What follows belongs to an exercise in optimizing a design on an open flow for small area; a production flow would make more cautious choices. The RTL was checked by simulation tests, not by an equivalence proof against the original design.

## run A
## fos_tdm_sched
module fos_tdm_sched #(
    parameter int NCH = 4,
    parameter int DW  = 32,
    parameter int CW  = 11,
    localparam int CHW = $clog2(NCH)
) (
    input  logic              clk,
    input  logic              reset,
    input  logic [NCH-1:0]    in_valid,
    input  logic [NCH*DW-1:0] in_data,
    output logic [NCH-1:0]    in_ready,
    output logic              out_valid,
    output logic [DW-1:0]     out_data,
    output logic [CHW-1:0]    out_ch,
    input  logic              out_ready,
    input  logic              cfg_we,
    input  logic              cfg_clr,
    input  logic [CHW-1:0]    cfg_ch,
    input  logic [CW-1:0]     cfg_a1,
    input  logic [CW-1:0]     cfg_b1
);
export LEC_CHECK = 0
export ABC_AREA = 1
export CAP_MARGIN = 20
export CORE_MARGIN = 2
export CORE_UTILIZATION = 65
export GPL_TIMING_DRIVEN = 1
export SLEW_MARGIN = 20
create_clock -name core_clock -period 11.0 [get_ports {clk}]
run.sh (not shown) runs the stock make flow with config.mk's settings and CLKGATE_MAP_FILE= SYNTH_SCRIPT=/design/flow/synth_recipe.tcl, a recipe that flattens the netlist after the stock synthesis.
diff inputs: run A => run B
==> flow/flow/run.sh (new file) <==
#!/bin/bash
set -euo pipefail
bash standard.sh RECOVER_POWER=100 "BUFFER_PORTS_ARGS=-buffer_cell sky130_fd_sc_hd__buf_1" finish > standard.log 2>&1
==> flow/standard.sh (new file) <==
#!/bin/bash
# synth_recipe.tcl (not shown) runs the flow's synth.tcl, then flattens the netlist and writes it again
# the make line also repeats each setting of config.mk as NAME=value (left out here)
make -C /OpenROAD-flow-scripts/flow DESIGN_CONFIG=/design/flow/config.mk WORK_HOME=/design/flow/orfs CLKGATE_MAP_FILE= SYNTH_SCRIPT=/design/flow/synth_recipe.tcl "${@:-finish}"
removed: flow/run.sh
### Flow results
Run B: flow complete, layout not clean; failing: max-capacitance violations, max-slew violations. Going from run A to run B, total of plain and repair buffers excluding clock buffers now smaller; critical path depth closely matched the old numbers; design area fell 5.0%.

---

Another version of the RTL of fos_tdm_sched (not shown whole).
Size in the first run: ~2900 cells after synthesis, about 200 I/O pins, about 0.029 mm² of cells after synthesis.
==> flow/design.v (excerpt) <==
module fos_tdm_sched #(
    parameter int NCH = 4,
    parameter int DW  = 32,
    parameter int CW  = 11,
    localparam int CHW = $clog2(NCH)
) (
    input  logic              clk,
    input  logic              reset,
    input  logic [NCH-1:0]    in_valid,
    input  logic [NCH*DW-1:0] in_data,
    output logic [NCH-1:0]    in_ready,
    output logic              out_valid,
    output logic [DW-1:0]     out_data,
    output logic [CHW-1:0]    out_ch,
    input  logic              out_ready,
    input  logic              cfg_we,
    input  logic              cfg_clr,
    input  logic [CHW-1:0]    cfg_ch,
    input  logic [CW-1:0]     cfg_a1,
    input  logic [CW-1:0]     cfg_b1
);
export LEC_CHECK = 0
export ABC_AREA = 1
export CAP_MARGIN = 20
export CORE_MARGIN = 2
export CORE_UTILIZATION = 65
export GPL_TIMING_DRIVEN = 1
export SLEW_MARGIN = 20
create_clock -name core_clock -period 11.0 [get_ports {clk}]
standard.sh (not shown) runs the stock make flow with config.mk's settings and CLKGATE_MAP_FILE= SYNTH_SCRIPT=/design/flow/synth_recipe.tcl, a recipe that flattens the netlist after the stock synthesis.
==> flow/flow/run.sh <==
#!/bin/bash
set -euo pipefail
bash standard.sh \
  "BUFFER_PORTS_ARGS=-buffer_cell sky130_fd_sc_hd__buf_1" \
  "CTS_ARGS=-sink_clustering_enable -repair_clock_nets -dont_use_dummy_load -sink_clustering_size 24 -sink_clustering_max_diameter 150 -buf_list {sky130_fd_sc_hd__clkbuf_8 sky130_fd_sc_hd__clkbuf_16}" \
  finish > standard.log 2>&1
The first run passed the timing, DRC and antenna checks.
Then changed:
==> flow/flow/run.sh (replaced) <==
#!/bin/bash
set -euo pipefail
KNOBS=(
  "BUFFER_PORTS_ARGS=-buffer_cell sky130_fd_sc_hd__buf_1"
  "CTS_ARGS=-sink_clustering_enable -repair_clock_nets -dont_use_dummy_load -sink_clustering_size 30 -sink_clustering_max_diameter 180 -buf_list {sky130_fd_sc_hd__clkbuf_8 sky130_fd_sc_hd__clkbuf_16}"
)
bash standard.sh "${KNOBS[@]}" synth > standard_synth.log 2>&1

RES=orfs/results/sky130hd/fos_tdm_sched/base
LIB=$FLOW_HOME/platforms/sky130hd/lib/sky130_fd_sc_hd__tt_025C_1v80.lib
YOSYS=$FLOW_HOME/../tools/install/yosys/bin/yosys
[[ -x $YOSYS ]] || YOSYS=yosys
cp $RES/1_2_yosys.v $RES/1_2_yosys_standard.v
cat > resyn.ys <<EOF
read_liberty -ignore_miss_func $LIB
read_verilog $RES/1_2_yosys_standard.v
hierarchy -top $FLOW_TOP
setattr -mod -set blackbox 1 sky130_fd_sc_hd__fa_1 sky130_fd_sc_hd__ha_1 sky130_fd_sc_hd__edfxtp_1 sky130_fd_sc_hd__dfxtp_1 sky130_fd_sc_hd__conb_1
flatten
delete t:\$scopeinfo
opt_clean
abc -liberty $LIB -dont_use *lpflow* -dont_use *probe* -script +strash;dch;amap;topo
opt_clean
hilomap -singleton -hicell sky130_fd_sc_hd__conb_1 HI -locell sky130_fd_sc_hd__conb_1 LO
setundef -zero
splitnets
opt_clean -purge
stat -liberty $LIB
write_verilog -noattr -nohex -nodec $RES/1_2_yosys.v
EOF
$YOSYS -l resyn.log resyn.ys > /dev/null 2>&1
rm -f $RES/1_synth.odb $RES/1_synth.sdc
bash standard.sh "${KNOBS[@]}" finish > standard.log 2>&1
PLACE_DENSITY = 0.75   (was default)
Fmax fell by a few percent.
Final area came out lower by a few percent.
Clock-buffer cell count came out lower by 3.
Global-route usage goes down by 0.54 points.
Then changed:
==> flow/flow/run.sh (replaced) <==
#!/bin/bash
set -euo pipefail
bash standard.sh \
  "BUFFER_PORTS_ARGS=-buffer_cell sky130_fd_sc_hd__buf_1" \
  "CTS_ARGS=-sink_clustering_enable -repair_clock_nets -dont_use_dummy_load -sink_clustering_size 24 -sink_clustering_max_diameter 150 -buf_list {sky130_fd_sc_hd__clkbuf_8 sky130_fd_sc_hd__clkbuf_16}" \
  finish > standard.log 2>&1
CAP_MARGIN = 5   (was 20)
PLACE_DENSITY = default   (was 0.75)
SLEW_MARGIN = 5   (was 20)
Result: The changed run passed the timing, DRC and antenna checks. Global-route usage is higher by 0.54 points. Wire length is higher by about 13%. Clock-buffer cell count is higher by 3. Utilization is lower by 4.2 points. Cell area is higher by 4.5%.
Then changed:
==> flow/flow/run.sh (replaced) <==
#!/bin/bash
set -euo pipefail
KNOBS=(
  "BUFFER_PORTS_ARGS=-buffer_cell sky130_fd_sc_hd__buf_1"
  "CTS_ARGS=-sink_clustering_enable -repair_clock_nets -dont_use_dummy_load -sink_clustering_size 24 -sink_clustering_max_diameter 150 -buf_list {sky130_fd_sc_hd__clkbuf_8 sky130_fd_sc_hd__clkbuf_16}"
)
bash standard.sh "${KNOBS[@]}" synth > standard_synth.log 2>&1

RES=orfs/results/sky130hd/fos_tdm_sched/base
LIB=$FLOW_HOME/platforms/sky130hd/lib/sky130_fd_sc_hd__tt_025C_1v80.lib
YOSYS=$FLOW_HOME/../tools/install/yosys/bin/yosys
[[ -x $YOSYS ]] || YOSYS=yosys
cp $RES/1_2_yosys.v $RES/1_2_yosys_standard.v
cat > resyn.ys <<EOF
read_liberty -ignore_miss_func $LIB
read_verilog $RES/1_2_yosys_standard.v
hierarchy -top $FLOW_TOP
setattr -mod -set blackbox 1 sky130_fd_sc_hd__fa_1 sky130_fd_sc_hd__ha_1 sky130_fd_sc_hd__edfxtp_1 sky130_fd_sc_hd__dfxtp_1 sky130_fd_sc_hd__conb_1
flatten
delete t:\$scopeinfo
opt_clean
abc -liberty $LIB -dont_use *lpflow* -dont_use *probe* -script +strash;dch;amap;topo
opt_clean
hilomap -singleton -hicell sky130_fd_sc_hd__conb_1 HI -locell sky130_fd_sc_hd__conb_1 LO
setundef -zero
splitnets
opt_clean -purge
stat -liberty $LIB
write_verilog -noattr -nohex -nodec $RES/1_2_yosys.v
EOF
$YOSYS -l resyn.log resyn.ys > /dev/null 2>&1
rm -f $RES/1_synth.odb $RES/1_synth.sdc
bash standard.sh "${KNOBS[@]}" finish > standard.log 2>&1
CAP_MARGIN = 20   (was 5)
PLACE_DENSITY = 0.9   (was default)
SLEW_MARGIN = 20   (was 5)
Result:
- The new run ran to the end with no violations
- worst setup slack gets worse by 590 ps
- cell area is lower by about 4%
- critical path depth rose by 6
- utilization goes up by 4.5 points
- die area shrinks by 9.1%
- via count came out lower by 1.7%
- global-route usage rises by 0.11 points
- clock-buffer cell count does not change
- cell count falls by 9.3%
- worst hold slack improves by 16 ps

---

## JK
fos_tdm_sched again, from the RTL that the note above started with.
==> flow/config.mk <==
export PLATFORM = sky130hd
export DESIGN_NAME = fos_tdm_sched
export DESIGN_NICKNAME = fos_tdm_sched
export VERILOG_FILES = /design/flow/design.v
export SDC_FILE = /design/flow/constraint.sdc
export NUM_CORES = 4
export LEC_CHECK = 0
export ABC_AREA = 1
export CAP_MARGIN = 20
export CORE_MARGIN = 2
export CORE_UTILIZATION = 65
export GPL_TIMING_DRIVEN = 1
export SLEW_MARGIN = 20
==> flow/constraint.sdc <==
create_clock -name core_clock -period 11.0 [get_ports {clk}]
set_input_delay 2.2000 -clock core_clock [delete_from_list [all_inputs] [get_ports {clk}]]
set_output_delay 2.2000 -clock core_clock [all_outputs]
set_load 0.01 [all_outputs]
==> flow/flow/run.sh <==
#!/bin/bash
set -euo pipefail
KNOBS=(
  "BUFFER_PORTS_ARGS=-buffer_cell sky130_fd_sc_hd__buf_1"
  "CTS_ARGS=-sink_clustering_enable -repair_clock_nets -dont_use_dummy_load -sink_clustering_size 24 -sink_clustering_max_diameter 150 -buf_list {sky130_fd_sc_hd__clkbuf_8 sky130_fd_sc_hd__clkbuf_16}"
)
bash standard.sh "${KNOBS[@]}" synth > standard_synth.log 2>&1

RES=orfs/results/sky130hd/fos_tdm_sched/base
LIB=$FLOW_HOME/platforms/sky130hd/lib/sky130_fd_sc_hd__tt_025C_1v80.lib
YOSYS=$FLOW_HOME/../tools/install/yosys/bin/yosys
[[ -x $YOSYS ]] || YOSYS=yosys
cp $RES/1_2_yosys.v $RES/1_2_yosys_standard.v
cat > resyn.ys <<EOF
read_liberty -ignore_miss_func $LIB
read_verilog $RES/1_2_yosys_standard.v
hierarchy -top $FLOW_TOP
setattr -mod -set blackbox 1 sky130_fd_sc_hd__fa_1 sky130_fd_sc_hd__ha_1 sky130_fd_sc_hd__edfxtp_1 sky130_fd_sc_hd__dfxtp_1 sky130_fd_sc_hd__conb_1
flatten
delete t:\$scopeinfo
opt_clean
abc -liberty $LIB -dont_use *lpflow* -dont_use *probe* -script +strash;dch;amap;topo
opt_clean
hilomap -singleton -hicell sky130_fd_sc_hd__conb_1 HI -locell sky130_fd_sc_hd__conb_1 LO
setundef -zero
splitnets
opt_clean -purge
stat -liberty $LIB
write_verilog -noattr -nohex -nodec $RES/1_2_yosys.v
EOF
$YOSYS -l resyn.log resyn.ys > /dev/null 2>&1
rm -f $RES/1_synth.odb $RES/1_synth.sdc
bash standard.sh "${KNOBS[@]}" finish > standard.log 2>&1
--- input diff JK..MS ---
- setting CTS_BUF_LIST to sky130_fd_sc_hd__clkbuf_4 sky130_fd_sc_hd__clkbuf_8 for the first time
==> flow/flow/run.sh <==
#!/bin/bash
set -euo pipefail
bash standard.sh "BUFFER_PORTS_ARGS=-buffer_cell sky130_fd_sc_hd__buf_1" finish > standard.log 2>&1
Results
Relative to JK, number of buffers outside the clock class in the layout has decreased by 14% in MS.
Routed via count of MS exceeds that of JK by a few percent.
Delta (MS minus JK): floorplan die height picked up an extra 10 um, number of antenna diodes lost 1, placed cell area picked up an extra about 4%.
in_valid[0] as the startpoint of the most critical setup path was reported by MS, and in_valid[1] by JK.
Edits applied to the flow inputs when going from MS to AL:
- GPL_TIMING_DRIVEN now 0, was 1
- CORE_UTILIZATION now 70, was 65
Findings:
AL completed end to end; final checks failed (negative setup slack).
AL against MS: critical path required time dropped 0.05 ns, cell area after placement climbed about 1%.
Of the two values seen for destination of the critical timing path, yprev_q[1][26] was produced by MS and yprev_q[1][21] by AL.
[inputs] TR vs AL
- GPL_TIMING_DRIVEN: 0 -> 1
- CORE_UTILIZATION: 70 -> 72
- PLACE_DENSITY: unset -> 0.82
- CTS_BUF_LIST: sky130_fd_sc_hd__clkbuf_4 sky130_fd_sc_hd__clkbuf_8 -> unset
==> flow/flow/run.sh <==
#!/bin/bash
set -euo pipefail
KNOBS=(
  "BUFFER_PORTS_ARGS=-buffer_cell sky130_fd_sc_hd__buf_1"
  "CTS_ARGS=-sink_clustering_enable -repair_clock_nets -dont_use_dummy_load -sink_clustering_size 24 -sink_clustering_max_diameter 150 -buf_list {sky130_fd_sc_hd__clkbuf_8 sky130_fd_sc_hd__clkbuf_16}"
)
bash standard.sh "${KNOBS[@]}" synth > standard_synth.log 2>&1

RES=orfs/results/sky130hd/fos_tdm_sched/base
LIB=$FLOW_HOME/platforms/sky130hd/lib/sky130_fd_sc_hd__tt_025C_1v80.lib
YOSYS=$FLOW_HOME/../tools/install/yosys/bin/yosys
[[ -x $YOSYS ]] || YOSYS=yosys
cp $RES/1_2_yosys.v $RES/1_2_yosys_standard.v
cat > resyn.ys <<EOF
read_liberty -ignore_miss_func $LIB
read_verilog $RES/1_2_yosys_standard.v
hierarchy -top $FLOW_TOP
setattr -mod -set blackbox 1 sky130_fd_sc_hd__fa_1 sky130_fd_sc_hd__ha_1 sky130_fd_sc_hd__edfxtp_1 sky130_fd_sc_hd__dfxtp_1 sky130_fd_sc_hd__conb_1
flatten
delete t:\$scopeinfo
opt_clean
abc -liberty $LIB -dont_use *lpflow* -dont_use *probe* -script +strash;dch;amap;topo
opt_clean
hilomap -singleton -hicell sky130_fd_sc_hd__conb_1 HI -locell sky130_fd_sc_hd__conb_1 LO
setundef -zero
splitnets
opt_clean -purge
stat -liberty $LIB
write_verilog -noattr -nohex -nodec $RES/1_2_yosys.v
EOF
$YOSYS -l resyn.log resyn.ys > /dev/null 2>&1
rm -f $RES/1_synth.odb $RES/1_synth.sdc
bash standard.sh "${KNOBS[@]}" finish > standard.log 2>&1
- From AL to TR the numbers moved as follows: number of cells in the finished layout apart from fillers went down by 523; initial core utilization went up 2.6 points; synthesized area fell by 9.3%; clock period minus final worst setup slack dropped 0.72 ns.
- TR did not stop at any stage, and its layout met the timing, DRC and antenna checks.
- The wire length reported for TR is smaller than that of AL by 23000 um.
- Per the comparison of TR with AL, final setup slack of the worst path shows an increase of 0.72 ns, relative area of clock buffers and inverters in the final design -2.2 points, post-layout instance area went down.
- Comparing TR and AL, the higher count of clock-buffer cells in the layout was measured on AL.
- Side by side, area growth from synthesis to layout turned out higher in TR than in AL.
Inputs modified between TR and PW:
- PLACE_DENSITY: 0.82 -> 0.75
- CORE_UTILIZATION: 72 -> 65
[summary]
Initial antenna violation count was lower in the run labelled PW. Summary of the comparison: die area is higher in PW, relative to TR. Against TR, PW reports a setup slack that is higher. Across both runs, post-DP HPWL was lower for PW than for TR.

-- static timing again, ports no longer ideal --
How much do the figures lean on ideal ports? The routed layouts below were timed once more, with nothing changed but the port constraints.
Step 1 sets driving cells, clkbuf_16 on the clock port and buf_2 on the other inputs (assumed; they add their load-dependent delay and slew).
Step 2 adds t to the input delays and takes it off the output delays; t is the mean of the earliest and latest rising clock arrival at the registers after step 1. Input paths then give back, and output paths get back, about the clock's delay inside the block.
Slacks: ideal / step 1 / step 2; pairs: ideal / step 1.
run | shift t [ns] | setup slack, ns | clock arrival spread, ns
run A | 0.615 | 0.448 / 0.487 / -0.128 | 0.026 / 0.025
run B | 0.626 | 0.473 / 0.514 / -0.112 | 0.035 / 0.034
the first run of note 2 | 0.595 | 1.045 / 1.081 / 0.486 | 0.024 / 0.024
the second run of note 2 | 0.587 | 0.690 / 0.726 / 0.139 | 0.034 / 0.034
the third run of note 2 | 0.595 | 1.045 / 1.081 / 0.486 | 0.024 / 0.024
the fourth run of note 2 | 0.595 | 0.452 / 0.482 / -0.112 | 0.047 / 0.047
JK | 0.603 | 0.574 / 0.609 / 0.006 | 0.052 / 0.052
MS | 0.718 | 1.153 / 1.190 / 0.471 | 0.045 / 0.045
AL | 0.745 | -0.105 / -0.070 / -0.815 | 0.087 / 0.086
TR | 0.589 | 0.612 / 0.650 / 0.061 | 0.063 / 0.063
PW | 0.585 | 0.678 / 0.713 / 0.128 | 0.036 / 0.036
For AL, which loses most, drivers alone change the setup slack by +0.035 ns; drivers and shift together by -0.710 ns.
